This is an optimization exercise on Yosys and OpenROAD, whose aim is a short achievable clock period and few clock cycles per item, not a production implementation.
Only simulation tests tie the RTL to the original design; equivalence was not proved.
Power is estimated from default activity; no workload was simulated.

==> flow/design.v <==
`timescale 1ns/1ps
`default_nettype none
package dma_pkg;
    localparam int NUM_STREAMS = 4;
    localparam int REQ_LINES   = 4;
    localparam int DATA_W      = 32;
    localparam int STREAM_W    = 2;
    localparam int NDT_W       = 16;
    localparam int PL_W        = 2;
    localparam int CHSEL_W     = $clog2(REQ_LINES);
    localparam logic [3:0] REG_CR   = 4'h0;
    localparam logic [3:0] REG_NDTR = 4'h4;
    localparam logic [3:0] REG_PAR  = 4'h8;
    localparam logic [3:0] REG_MAR  = 4'hc;
    localparam int         STREAM_STRIDE = 'h10;
    localparam logic [7:0] REG_ISR       = 8'h40;
    localparam int CR_EN    = 0;
    localparam int CR_DIR   = 1;
    localparam int CR_PINC  = 2;
    localparam int CR_MINC  = 3;
    localparam int CR_CHSEL = 4;
    localparam int CR_PL    = 6;
    localparam int CR_TCIE  = 8;
    localparam int CR_TEIE  = 9;
    localparam int CR_W     = 10;
    localparam logic [1:0] HTRANS_IDLE   = 2'b00;
    localparam logic [1:0] HTRANS_NONSEQ = 2'b10;
    localparam logic [2:0] HSIZE_WORD    = 3'b010;
endpackage
`default_nettype wire
`timescale 1ns/1ps
`default_nettype none
module dma_ahb_s4ch4 (
    input  logic                       i_hclk,
    input  logic                       i_rst_n,
    input  logic                       i_s_hsel,
    input  logic [dma_pkg::DATA_W-1:0] i_s_haddr,
    input  logic                       i_s_hwrite,
    input  logic [1:0]                 i_s_htrans,
    input  logic                       i_s_hready,
    input  logic [dma_pkg::DATA_W-1:0] i_s_hwdata,
    output logic                       o_s_hreadyout,
    output logic                       o_s_hresp,
    output logic [dma_pkg::DATA_W-1:0] o_s_hrdata,
    output logic [dma_pkg::DATA_W-1:0] o_m_haddr,
    output logic                       o_m_hwrite,
    output logic [1:0]                 o_m_htrans,
    output logic [2:0]                 o_m_hsize,
    output logic [dma_pkg::DATA_W-1:0] o_m_hwdata,
    input  logic                       i_m_hready,
    input  logic                       i_m_hresp,
    input  logic [dma_pkg::DATA_W-1:0] i_m_hrdata,
    input  logic [dma_pkg::NUM_STREAMS*dma_pkg::REQ_LINES-1:0] i_req,
    output logic [dma_pkg::NUM_STREAMS-1:0] o_interrupt
);
localparam int NS = dma_pkg::NUM_STREAMS;
localparam int DW = dma_pkg::DATA_W;
localparam int NW = dma_pkg::NDT_W;
localparam int CW = dma_pkg::CR_W;
localparam int NR = 4 * NS + 1;    
function automatic logic [NR-1:0] slot_of(input logic [7:0] a);
    slot_of = '0;
    if (a == dma_pkg::REG_ISR) begin
        slot_of[NR-1] = 1'b1;
    end else if (a[7:6] == 2'b00 && a[1:0] == 2'b00) begin
        slot_of[{a[5:4], a[3:2]}] = 1'b1;
    end
endfunction
logic [NS-1:0][CW-1:0]   cr;
logic [NS-1:0][NW-1:0]   ndtr;
logic [NS-1:0][DW-1:0]   par;
logic [NS-1:0][DW-1:0]   mar;
logic [2*NS-1:0]         isr;
logic [NS-1:0]           irq_q;
logic [NS-1:0]           wpre_q;    
logic [NS-1:0]           fail_q;    
logic [NS-1:0]           fail_q2;   
logic [NR-1:0]           wsel;      
logic                    dph_rd;    
logic [DW-1:0]           rdata_q;
logic                    a_act;
logic                    a_wr;
logic                    a_last;
logic [1:0]              a_strm;
logic [DW-1:0]           haddr_q;
logic                    htrans_q;  
logic                    hwrite_q;
logic                    d_act;
logic                    d_wr;
logic                    d_last;
logic [NS-1:0]           d_oh;      
logic [NS-1:0]           dw_oh;     
logic [DW-1:0]           hwdata_q;
logic                    cur_v;
logic [1:0]              cur;
logic [NS-1:0]           cur_oh;    
logic [DW-1:0]           rd_ptr;    
logic [DW-1:0]           wr_ptr;    
logic [NW-1:0]           rem;       
logic                    more;      
logic                    sinc;
logic                    dinc;
logic                    rinc_p;    
logic                    winc_p;    
logic                    win_v;     
logic                    win_req;   
logic [NS-1:0]           win_oh;
logic [1:0]              win_id;
logic [3:0]              win_line;  
logic                    rq_cur;    
logic [3:0]              cur_line;  
logic                    wbc;       
logic av;
assign av = i_s_hsel && i_s_hready && i_s_htrans[1];
always_ff @(posedge i_hclk or negedge i_rst_n) begin
    if (!i_rst_n) begin
        wsel <= '0;
        dph_rd <= 1'b0;
    end else if (i_s_hready) begin
        wsel <= (av && i_s_hwrite) ? slot_of(i_s_haddr[7:0]) : '0;
        dph_rd <= av && !i_s_hwrite;
    end
end
logic           wr_isr;
logic [NS-1:0]  wr_cr;
logic [NS-1:0]  wr_ndtr;
logic [NS-1:0]  wr_par;
logic [NS-1:0]  wr_mar;
always_comb begin
    wr_isr = wsel[NR-1];
    for (int s = 0; s < NS; s++) begin
        wr_cr[s]   = wsel[4*s];
        wr_ndtr[s] = wsel[4*s+1];
        wr_par[s]  = wsel[4*s+2];
        wr_mar[s]  = wsel[4*s+3];
    end
end
logic hrdy;
logic herr;
assign hrdy = i_m_hready;
assign herr = i_m_hresp && d_act;
logic [NS-1:0] wfin;    
logic [NS-1:0] xfail;   
always_comb begin
    for (int s = 0; s < NS; s++) begin
        wfin[s]  = hrdy && !i_m_hresp && dw_oh[s] && d_last;
        xfail[s] = hrdy && i_m_hresp && d_oh[s];
    end
end
logic [NW-1:0] ndtr_dn;
logic [NW-1:0] ndtr_bk;
logic [DW-1:0] par_up;
logic [DW-1:0] par_bk;
logic [DW-1:0] mar_up;
logic [DW-1:0] mar_bk;
logic          ndtr_one;
logic [NW-1:0] ndtr_dn_n;
logic [DW-1:0] par_up_n;
logic [DW-1:0] mar_up_n;
logic          ndtr_one_n;
logic [NW-1:0] ndtr_c;
logic [DW-1:0] par_c;
logic [DW-1:0] mar_c;
always_comb begin
    ndtr_dn_n  = '0;
    par_up_n   = '0;
    mar_up_n   = '0;
    ndtr_one_n = 1'b0;
    ndtr_c     = '0;
    par_c      = '0;
    mar_c      = '0;
    for (int s = 0; s < NS; s++) begin
        logic [NW-1:0] nd;
        logic [DW-1:0] pu;
        logic [DW-1:0] mu;
        nd = ndtr[s] - 1'b1;
        pu = par[s] + DW'(4);
        mu = mar[s] + DW'(4);
        ndtr_dn_n  = ndtr_dn_n | (cur_oh[s] ? nd : '0);
        par_up_n   = par_up_n | (cur_oh[s] ? pu : '0);
        mar_up_n   = mar_up_n | (cur_oh[s] ? mu : '0);
        ndtr_one_n = ndtr_one_n | (cur_oh[s] && ndtr[s] == NW'(1));
        ndtr_c     = ndtr_c | (cur_oh[s] ? ndtr[s] : '0);
        par_c      = par_c | (cur_oh[s] ? par[s] : '0);
        mar_c      = mar_c | (cur_oh[s] ? mar[s] : '0);
    end
end
always_ff @(posedge i_hclk) begin
    ndtr_dn  <= ndtr_dn_n;
    par_up   <= par_up_n;
    mar_up   <= mar_up_n;
    ndtr_one <= ndtr_one_n;
    if (|wpre_q) begin
        ndtr_bk <= ndtr_c;
        par_bk  <= par_c;
        mar_bk  <= mar_c;
    end
end
logic [NS-1:0][CW-1:0] cr_d;
logic [NS-1:0][NW-1:0] ndtr_d;
logic [NS-1:0][DW-1:0] par_d;
logic [NS-1:0][DW-1:0] mar_d;
logic [2*NS-1:0]       isr_d;
logic [NS-1:0]         irq_d;
always_comb begin
    logic [2*NS-1:0] set;
    logic [2*NS-1:0] clr;
    for (int s = 0; s < NS; s++) begin
        logic pinc;
        logic minc;
        pinc = cr[s][dma_pkg::CR_PINC];
        minc = cr[s][dma_pkg::CR_MINC];
        ndtr_d[s] = ndtr[s];
        par_d[s]  = par[s];
        mar_d[s]  = mar[s];
        cr_d[s]   = cr[s];
        if (wpre_q[s]) begin
            ndtr_d[s] = ndtr_dn;
            par_d[s]  = pinc ? par_up : par[s];
            mar_d[s]  = minc ? mar_up : mar[s];
            if (ndtr_one) begin
                cr_d[s][dma_pkg::CR_EN] = 1'b0;
            end
        end else if (fail_q[s]) begin
            ndtr_d[s] = ndtr_bk;
            par_d[s]  = pinc ? par_bk : par[s];
            mar_d[s]  = minc ? mar_bk : mar[s];
        end
        if (xfail[s]) begin
            cr_d[s][dma_pkg::CR_EN] = 1'b0;
        end
        if (wr_cr[s]) begin
            cr_d[s] = i_s_hwdata[CW-1:0];
        end
        if (wr_ndtr[s]) begin
            ndtr_d[s] = i_s_hwdata[NW-1:0];
        end
        if (wr_par[s]) begin
            par_d[s] = i_s_hwdata;
        end
        if (wr_mar[s]) begin
            mar_d[s] = i_s_hwdata;
        end
        set[2*s]   = wfin[s];
        set[2*s+1] = fail_q2[s];
    end
    clr   = wr_isr ? i_s_hwdata[2*NS-1:0] : '0;
    isr_d = (isr & ~clr) | set;
    for (int s = 0; s < NS; s++) begin
        irq_d[s] = (isr_d[2*s] && cr_d[s][dma_pkg::CR_TCIE]) ||
                   (isr_d[2*s+1] && cr_d[s][dma_pkg::CR_TEIE]);
    end
end
always_ff @(posedge i_hclk or negedge i_rst_n) begin
    if (!i_rst_n) begin
        cr      <= '0;
        ndtr    <= '0;
        par     <= '0;
        mar     <= '0;
        isr     <= '0;
        irq_q   <= '0;
        fail_q  <= '0;
        fail_q2 <= '0;
    end else begin
        cr      <= cr_d;
        ndtr    <= ndtr_d;
        par     <= par_d;
        mar     <= mar_d;
        isr     <= isr_d;
        irq_q   <= irq_d;
        fail_q  <= xfail;
        fail_q2 <= fail_q;
    end
end
assign o_interrupt = irq_q;
logic [NR-1:0][DW-1:0] rval;
logic [NS-1:0][DW-1:0] grp;
logic [DW-1:0]         rmux1;
always_comb begin
    for (int s = 0; s < NS; s++) begin
        rval[4*s]   = DW'(wr_cr[s]   ? i_s_hwdata[CW-1:0] : cr[s]);
        rval[4*s+1] = DW'(wr_ndtr[s] ? i_s_hwdata[NW-1:0] : ndtr[s]);
        rval[4*s+2] = wr_par[s] ? i_s_hwdata : par[s];
        rval[4*s+3] = wr_mar[s] ? i_s_hwdata : mar[s];
    end
    rval[NR-1] = DW'(isr_d);
    for (int s = 0; s < NS; s++) begin
        grp[s] = rval[{2'(s), i_s_haddr[3:2]}];
    end
    rmux1 = '0;
    if (i_s_hsel && i_s_htrans[1] && !i_s_hwrite) begin
        if (i_s_haddr[7:0] == dma_pkg::REG_ISR) begin
            rmux1 = rval[NR-1];
        end else if (i_s_haddr[7:6] == 2'b00 && i_s_haddr[1:0] == 2'b00) begin
            rmux1 = grp[i_s_haddr[5:4]];
        end
    end
end
always_ff @(posedge i_hclk) begin
    rdata_q <= (i_s_hready ? rmux1 : '0) | (rdata_q & {DW{!i_s_hready && dph_rd}});
end
assign o_s_hreadyout = 1'b1;
assign o_s_hresp     = 1'b0;
assign o_s_hrdata    = rdata_q;
logic [NS-1:0][NS-1:0] hp;
logic [NS-1:0]         pre;
logic [NS-1:0]         rs;
logic [NS-1:0]         el;
logic [NS-1:0]         w;       
logic [NS-1:0]         p;       
logic [NS-1:0]         hp_cur;
logic [NS-1:0]         act;     
always_ff @(posedge i_hclk or negedge i_rst_n) begin
    if (!i_rst_n) begin
        hp  <= '0;
        act <= '0;
    end else begin
        for (int a = 0; a < NS; a++) begin
            for (int b = 0; b < NS; b++) begin
                logic [1:0] pa;
                logic [1:0] pb;
                pa = cr_d[a][dma_pkg::CR_PL +: dma_pkg::PL_W];
                pb = cr_d[b][dma_pkg::CR_PL +: dma_pkg::PL_W];
                hp[a][b] <= (a != b) && ((pa > pb) || (pa == pb && a < b));
            end
            act[a] <= cr_d[a][dma_pkg::CR_EN] && (ndtr_d[a] != '0);
        end
    end
end
always_comb begin
    for (int s = 0; s < NS; s++) begin
        pre[s]    = act[s] && !(cur_v && cur_oh[s]);
        rs[s]     = i_req[s*dma_pkg::REQ_LINES + cr[s][dma_pkg::CR_CHSEL +: dma_pkg::CHSEL_W]];
        el[s]     = pre[s] && rs[s];
        hp_cur[s] = hp[s][cur];
    end
    for (int s = 0; s < NS; s++) begin
        w[s] = el[s];
        p[s] = pre[s];
        for (int t = 0; t < NS; t++) begin
            if (el[t] && hp[t][s]) begin
                w[s] = 1'b0;
            end
            if (pre[t] && hp[t][s]) begin
                p[s] = 1'b0;
            end
        end
    end
end
logic [NS-1:0] w_oh;
logic          w_any;
logic [NS-1:0] p_oh;
logic          p_any;
logic [3:0]    p_line;
always_ff @(posedge i_hclk or negedge i_rst_n) begin
    if (!i_rst_n) begin
        w_oh   <= '0;
        w_any  <= 1'b0;
        p_oh   <= '0;
        p_any  <= 1'b0;
        p_line <= '0;
        rq_cur <= 1'b0;
        wbc    <= 1'b0;
    end else begin
        w_oh   <= w;
        w_any  <= |el;
        p_oh   <= p;
        p_any  <= |pre;
        p_line <= '0;
        for (int s = 0; s < NS; s++) begin
            if (p[s]) begin
                p_line <= {2'(s), cr[s][dma_pkg::CR_CHSEL +: dma_pkg::CHSEL_W]};
            end
        end
        rq_cur <= i_req[cur_line];
        wbc    <= |(w & hp_cur);
    end
end
always_comb begin
    win_v   = p_any;
    win_req = w_any;
    win_oh  = w_any ? w_oh : p_oh;
    win_id  = {win_oh[3] | win_oh[2], win_oh[3] | win_oh[1]};
    win_line = {win_id, cr[win_id][dma_pkg::CR_CHSEL +: dma_pkg::CHSEL_W]};
end
logic [DW-1:0] nx_src;
logic [DW-1:0] nx_dst;
logic [NW-1:0] nx_cnt;
logic          nx_sinc;
logic          nx_dinc;
always_comb begin
    nx_src  = '0;
    nx_dst  = '0;
    nx_cnt  = '0;
    nx_sinc = 1'b0;
    nx_dinc = 1'b0;
    for (int s = 0; s < NS; s++) begin
        if (win_oh[s]) begin
            if (cr[s][dma_pkg::CR_DIR]) begin
                nx_src  = nx_src | mar[s];
                nx_dst  = nx_dst | par[s];
                nx_sinc = nx_sinc | cr[s][dma_pkg::CR_MINC];
                nx_dinc = nx_dinc | cr[s][dma_pkg::CR_PINC];
            end else begin
                nx_src  = nx_src | par[s];
                nx_dst  = nx_dst | mar[s];
                nx_sinc = nx_sinc | cr[s][dma_pkg::CR_PINC];
                nx_dinc = nx_dinc | cr[s][dma_pkg::CR_MINC];
            end
            nx_cnt = nx_cnt | ndtr[s];
        end
    end
end
logic a_isr;      
logic cont_ok;    
logic more_now;
logic go;         
logic c1, s1;     
logic c0, s0;     
logic do_w;
logic do_cont;
logic do_load;    
logic do_start;
logic [DW-1:0] nra;      
assign a_isr    = a_act && !a_wr;
assign more_now = rinc_p ? (rem != NW'(1)) : more;
assign cont_ok  = cur_v && more && rq_cur && !wbc;
assign go       = win_req || i_req[p_line];
assign c1 = !a_isr && cont_ok;
assign s1 = !a_isr && !cont_ok && win_v && (win_req || !cur_v) && !(a_act && a_wr);
assign c0 = !a_act && cont_ok;
assign s0 = !a_act && !cont_ok && win_v && (win_req || !cur_v) && !(d_act && d_wr);
assign do_w     = hrdy && a_isr;
assign do_cont  = hrdy ? c1 : c0;
assign do_load  = hrdy ? s1 : s0;
assign do_start = do_load && go;
assign nra = cont_ok ? rd_ptr : nx_src;
always_ff @(posedge i_hclk or negedge i_rst_n) begin
    if (!i_rst_n) begin
        a_act  <= 1'b0;
        a_wr   <= 1'b0;
        a_last <= 1'b0;
        a_strm <= '0;
        d_act  <= 1'b0;
        d_wr   <= 1'b0;
        d_last <= 1'b0;
        d_oh   <= '0;
        dw_oh  <= '0;
        cur_v  <= 1'b0;
        cur    <= '0;
        cur_oh <= '0;
        cur_line <= '0;
        rinc_p <= 1'b0;
        winc_p <= 1'b0;
        wpre_q <= '0;
    end else begin
        if (herr) begin
            a_act <= 1'b0;
        end else if (hrdy) begin
            a_act <= a_isr || c1 || (s1 && go);
        end else begin
            a_act <= a_act || c0 || (s0 && go);
        end
        if (hrdy) begin
            a_wr   <= a_isr;
            a_last <= !more_now;
            a_strm <= s1 ? win_id : cur;
        end else if (!a_act) begin
            a_wr   <= 1'b0;
            a_strm <= s0 ? win_id : cur;
        end
        if (hrdy) begin
            d_act  <= a_act && !herr;
            d_wr   <= a_wr;
            d_last <= a_last;
            for (int s = 0; s < NS; s++) begin
                d_oh[s]  <= a_act && !herr && a_strm == 2'(s);
                dw_oh[s] <= a_act && !herr && a_wr && a_strm == 2'(s);
            end
        end
        if (herr) begin
            if (hrdy) begin
                cur_v <= 1'b0;
            end
        end else if (do_start) begin
            cur_v    <= 1'b1;
            cur      <= win_id;
            cur_oh   <= win_oh;
            cur_line <= win_line;
        end else if (hrdy && d_act && d_wr && d_last) begin
            cur_v <= 1'b0;
        end
        rinc_p <= do_start || do_cont;
        winc_p <= do_w;
        for (int s = 0; s < NS; s++) begin
            wpre_q[s] <= do_w && cur_oh[s];
        end
    end
end
always_ff @(posedge i_hclk or negedge i_rst_n) begin
    if (!i_rst_n) begin
        htrans_q <= 1'b0;
    end else if (herr) begin
        htrans_q <= 1'b0;
    end else if (hrdy) begin
        htrans_q <= a_isr || c1 || (s1 && go);
    end else begin
        htrans_q <= htrans_q || c0 || (s0 && go);
    end
end
always_ff @(posedge i_hclk) begin
    hwrite_q <= (hrdy && a_isr) || (!hrdy && a_act && hwrite_q);
    haddr_q  <= (hrdy ? (a_isr ? wr_ptr : nra) : (a_act ? '0 : nra))
              | (haddr_q & {DW{!hrdy && a_act}});
    hwdata_q <= ((d_act && !d_wr) ? i_m_hrdata : '0)
              | (hwdata_q & {DW{!(d_act && !d_wr)}});
end
always_ff @(posedge i_hclk) begin
    if (do_load) begin
        rd_ptr <= nx_src;
        wr_ptr <= nx_dst;
        rem    <= nx_cnt;
        sinc   <= nx_sinc;
        dinc   <= nx_dinc;
    end else begin
        if (rinc_p) begin
            if (sinc) begin
                rd_ptr <= rd_ptr + DW'(4);
            end
            rem    <= rem - 1'b1;
            more   <= rem != NW'(1);
        end
        if (winc_p) begin
            if (dinc) begin
                wr_ptr <= wr_ptr + DW'(4);
            end
        end
    end
end
assign o_m_haddr  = haddr_q;
assign o_m_hwrite = hwrite_q;
assign o_m_htrans = htrans_q ? dma_pkg::HTRANS_NONSEQ : dma_pkg::HTRANS_IDLE;
assign o_m_hsize  = dma_pkg::HSIZE_WORD;
assign o_m_hwdata = hwdata_q;
endmodule
`default_nettype wire
==> flow/run.sh <==
#!/bin/bash
# synth_recipe.tcl (not shown) runs the flow's synth.tcl, then flattens the netlist and writes it again
# the make line also repeats each setting of config.mk as NAME=value (left out here)
make -C /OpenROAD-flow-scripts/flow DESIGN_CONFIG=/design/flow/config.mk WORK_HOME=/design/flow/orfs CLKGATE_MAP_FILE= SYNTH_SCRIPT=/design/flow/synth_recipe.tcl finish
==> flow/config.mk <==
export PLATFORM = sky130hd
export DESIGN_NAME = dma_ahb_s4ch4
export DESIGN_NICKNAME = dma_ahb_s4ch4
export VERILOG_FILES = /design/flow/design.v
export SDC_FILE = /design/flow/constraint.sdc
export NUM_CORES = 4
export LEC_CHECK = 0
export ABC_CLOCK_PERIOD_IN_PS = 2500
export CAP_MARGIN = 20
export CORE_MARGIN = 2
export CORE_UTILIZATION = 50
export PLACE_DENSITY = 0.65
export SETUP_SLACK_MARGIN = 5
export SLEW_MARGIN = 20
export TNS_END_PERCENT = 100
==> flow/constraint.sdc <==
create_clock -name core_clock -period 7.5 [get_ports {i_hclk}]
set_input_delay 1.5000 -clock core_clock [delete_from_list [all_inputs] [get_ports {i_hclk}]]
set_output_delay 1.5000 -clock core_clock [all_outputs]
set_load 0.01 [all_outputs]
==> results.txt <==
DRT
------------------------------------------------------------------------------------------------------
Via count of the routed design                                                                   58603
Number of iterations in the first detailed-routing pass                                             13
Drt initial violations                                                                           10595
Wire length reported by the detailed router                                               275000 microns
Number of routed nets with antenna violations                                                        0
Avg Vias per Cell                                                                                 7.32
Wire length per cell                                                                      34.4 microns
DRC viols                                                                                            0

STA
------------------------------------------------------------------------------------------------------
Setup violations, final                                                                              0
Final Max Slew Viols                                                                                 0
Measured slew at the worst slew-check pin                                                      1.10 ns
Time the worst path needs with I/O delays and setup                                            2.78 ns
Final Cycle Share                                                                                0.371
Count of final hold-check violations                                                                 0
Max-slew headroom at the worst pin                                                               0.264
Final setup skew                                                                             0.0281 ns
Post-Route Setup TNS                                                                              0 ns
Setup repair after global routing missed its margin                                                yes
Fmax achieved                                                                                  359 MHz
Hold WS                                                                                       0.456 ns

YOSYS
------------------------------------------------------------------------------------------------------
Ys flop type                                                                                   dfrtp_1
Adder-Cell Fraction of Synth Area                                                              0.00804
Area fraction in and, or, nand and nor cells after synthesis                                     0.173
Fraction of registers with async set or reset after synthesis                                    0.575
Post-synthesis area per instance                                                            8.60 sq um
Combinational family with the most area after synthesis                                   compound AO/OA/AOI/OAI gates
Number of synthesized register bits                                                                803
Cell Area, Synth                                                                           56000 sq um
EDFF count, synth                                                                                  195
Count of cell types in the netlist                                                                  84
Multiplexer fraction of the synthesized cell area                                                0.158
Xor-xnor portion of the synthesized cell area                                                   0.0347
Share of the synthesized area in compound gates (AO/OA/AOI/OAI)                                  0.203
Warnings, synthesis                                                                                  1
Sequential cell area fraction in the yosys report                                                0.363
Cells after Synth                                                                                 6511

PWR
------------------------------------------------------------------------------------------------------
Proportion of power drawn by the clock network                                                   0.208
Net switching fraction of the power                                                              0.447
Sequential group share of total power                                                            0.350
Cell leakage power                                                                             24.5 nW
Fraction of power consumed by combinational cells                                                0.442
Power spent charging and discharging nets                                                      10.7 mW
Power Internal                                                                                 13.2 mW
Power density over cell area                                                               357 nW/um^2
Maximum vdd drop                                                                            0.000224 V

FLOORPLAN
------------------------------------------------------------------------------------------------------
Floorplan die height                                                                       339 microns
Core region area                                                                          111000 sq um
Ports                                                                                              229
Full die area                                                                             115000 sq um
Number of core rows                                                                                122
Die width                                                                                  339 microns
Initial core utilization                                                                         0.505

CTS
------------------------------------------------------------------------------------------------------
Maximum level of the CTS H-tree                                                                      3
Clock transition at the register clock pins on the worst setup and hold paths after CTS        0.06 ns
Maximum number of buffers from clock root to sink                                                    3
Insertion delay to the later sink of the worst-skew pair                                       0.73 ns
Number of buffers created by CTS                                                                    94
Root buffer selected by CTS                                                                  clkbuf_16
Post-CTS Hold Buffers                                                                                0
# clock sinks                                                                                      803
Clock tree from TritonCTS                                                                         done

HOLD PATH
------------------------------------------------------------------------------------------------------
Number of instances on the worst hold path                                                           2
Worst hold-check path type                                                                  reg -> reg
Launch instance of the worst min-delay path                                               rdata_q[28]$_DFF_P_
Endpoint of the worst hold-timing path                                                    rdata_q[28]$_DFF_P_

GLOBAL ROUTE
------------------------------------------------------------------------------------------------------
Global-route usage over all layers                                                               0.453
Pin count of the biggest net entering global routing                                               146
Total grt overflow                                                                                   0
Vias in the first global route                                                                   52912
Initial antenna violation count                                                                     19
Wire length of the first global-routing pass                                              383000 microns

WORST SETUP PATH
------------------------------------------------------------------------------------------------------
Critical register-to-register path endpoint                                               mar_up[13]$_DFF_P_
Critical path buffer and inverter count                                                              1
Arrival time reported for the critical path endpoint                                           1.28 ns
Instance count on the critical path                                                                  1
Delay of the slowest critical-path stage                                                       0.43 ns
Critical path required time                                                                    6.00 ns
Crit path cell chain                                                                             buf_6
Worst Reg-to-Reg Cells                                                                               4
Crit path max fanout                                                                                 2
Critical path type                                                                          reg -> out
Flop-to-flop setup slack                                                                       4.86 ns
Origin of the critical flop-to-flop path                                                  cur_oh[2]$_DFFE_PN0P_
Cell at the slowest stage of the critical path                                                 dfxtp_4
Crit path launch type                                                                             flop
Cell type group with the largest total delay on the critical path                           flip-flops
Crit. End Element                                                                         primary output

LAYOUT
------------------------------------------------------------------------------------------------------
Total Nets Final                                                                                  6588
Ratio of cells with drive above 1 in the final layout                                            0.198
Synthesis-to-finish area growth                                                                  19.5%
Highest-count cells in the layout ignoring fill and taps                                  676 x mux2i_1, 626 x nand2_1, 436 x nor2_1
Number of inserted filler cells in the final layout                                               9496
Leading cell type in the layout, fill and taps excluded                                        mux2i_1

PLACEMENT
------------------------------------------------------------------------------------------------------
Count of port buffers added during placement                                                       197
Final RePlAce weighted congestion                                                                 1.03
Detail Placement HPWL                                                                     165000 microns

RUN
------------------------------------------------------------------------------------------------------
Maximum capacitance violations                                                                       0

RUN STATUS
------------------------------------------------------------------------------------------------------
Status                                                                        timing/DRC/antenna clean

==> how the worst max path moves through the flow <==
stage / start / to
3_5_place_dp: i_m_hready / wr_ptr[30]$_DFFE_PP_
2_1_floorplan: i_s_haddr[2] / rdata_q[4]$_DFF_P_
5_1_grt: flop / o_m_hwdata[28]
3_3_place_gp: i_m_hready / wr_ptr[29]$_DFFE_PP_
4_1_cts: flop / o_m_hwdata[28]
6_report: rdata_q[13]$_DFF_P_ / o_s_hrdata[13]
==> flip-flops by register name, indices dropped and copies added (netlist names), 17 cells and up, named ones only <==
| signal | flops |
|---|---|
| ndtr | 64 |
| wr_ptr | 32 |
| par_up | 32 |
| rdata_q | 32 |
| mar_up | 32 |
| haddr_q | 32 |
| par_bk | 32 |
| rd_ptr | 32 |
| wsel | 17 |
| mar | 128 |
| par | 128 |
| cr | 40 |
| mar_bk | 32 |
==> metal layers <==
metal / part of all wire / global-route usage
met2: 0.38 / 0.606
met3: 0.18 / 0.224
met5: 0.0012 / 0.00583
met4: 0.073 / 0.246
met1: 0.36 / 0.590
==> power groups by stage <==
stage / Sequential, mW / Combinational, mW / Clock [mW]
detailed placement: 8.26 / 8.78 / 0
CTS: 8.18 / 9.60 / 4.95
finish: 8.36 / 10.5 / 4.97
global route: 8.42 / 10.9 / 5.15
floorplan: 6.95 / 6.53 / 0
global placement: 8.23 / 8.67 / 0
==> final cells by class <==
| type | count | area, sq um | share of cell area |
|---|---|---|---|
| repair buffers | 581 | 6660 | 0.0995 |
| clock buffers | 120 | 2610 | 0.0390 |
| diodes | 9 | 22.5 | 0.000336 |
| flip-flops and latches | 803 | 20700 | 0.309 |
| inverters | 109 | 455 | 0.00680 |
| clock inverters | 57 | 661 | 0.00987 |
| well taps | 1488 | 1860 | 0.0278 |
| multi-input cells | 4842 | 34000 | 0.508 |
==> Yosys cell counts (38+ instances only) <==
master	instances	area share
a21oi_1	339	0.030
xnor2_1	151	0.024
or4_1	50	0.0067
nand3_1	119	0.011
and3_1	38	0.0042
clkbuf_1	619	0.041
mux2i_1	699	0.12
dfxtp_1	146	0.052
mux2_2	109	0.022
nor4_1	88	0.0098
dfrtp_1	462	0.21
a211oi_1	40	0.0054
nand2_1	637	0.043
inv_1	108	0.0072
nand2b_1	63	0.0070
o22ai_1	167	0.019
xor2_1	71	0.011
edfxtp_1	195	0.10
nor3_1	112	0.010
or3_1	96	0.011
o21ai_0	517	0.046
nor2_1	470	0.031
buf_1	86	0.0058
a22oi_1	208	0.028
and4_1	45	0.0070
nand4_1	112	0.013
o221ai_1	74	0.012
==> per-stage QoR <==
step,setup slack (ns),utilization,cells,instance area (sq um),power (mW)
finish,4.72,0.603,8009,67000,23.9
global route,4.69,0.603,8003,66900,24.5
CTS,4.70,0.587,7891,65100,22.7
detailed placement,2.81,0.527,7564,58500,17.0
global placement,2.81,0.527,7564,58500,16.9
floorplan,4.47,-,6515,56800,13.5
==> logic make-up after synthesis <==
| kind of cell | Yosys count |
|---|---|
| xor gates and xnor gates | 222 |
| AOI/OAI and AO/OA | 1765 |
| other | 2 |
| muxes | 836 |
| adders and majority gates | 36 |
| DFF | 803 |
| and+or+nand+nor | 1975 |
| buffers and inverters | 872 |
==> repair_timing <==
item | in CTS | in global routing
setup buffers | 126 | 100
endpoints found under the setup margin | 697 | 418
gates resized for setup | 1057 | 252
pin swaps | 36 | 54
cloned | 24 | 9
Testbench counts, summed over its fixed seeds: cycles 46,926, words 14,473.

afterwards: timing with drivers on the ports:
In the flow no input, the clock included, has a driving cell. The finished layout below was timed again as built, in two steps.
Step 1: set_driving_cell puts a clkbuf_16 on i_hclk and a buf_2 on each other input, an assumption about the parent block.
Step 2 moves the port delays by t, midway between the first and last clock arrival at a register: inputs arrive t later, outputs are due t later. That takes back most of the time a late clock gives input paths.
Slacks: ideal ports / drivers / drivers and shift; pairs: ideal ports / drivers.
shift t [ns]: 0.794
slack for setup (ns): 4.715 / 4.502 / 3.708
hold slack, ns: 0.456 / 0.456 / 0.456
worst setup path at the end: input to register
pins driven straight from the clock port: 1
After both steps setup and hold are still met in this run. For this run, drivers alone change the setup slack by -0.213 ns; drivers and shift together by -1.007 ns.
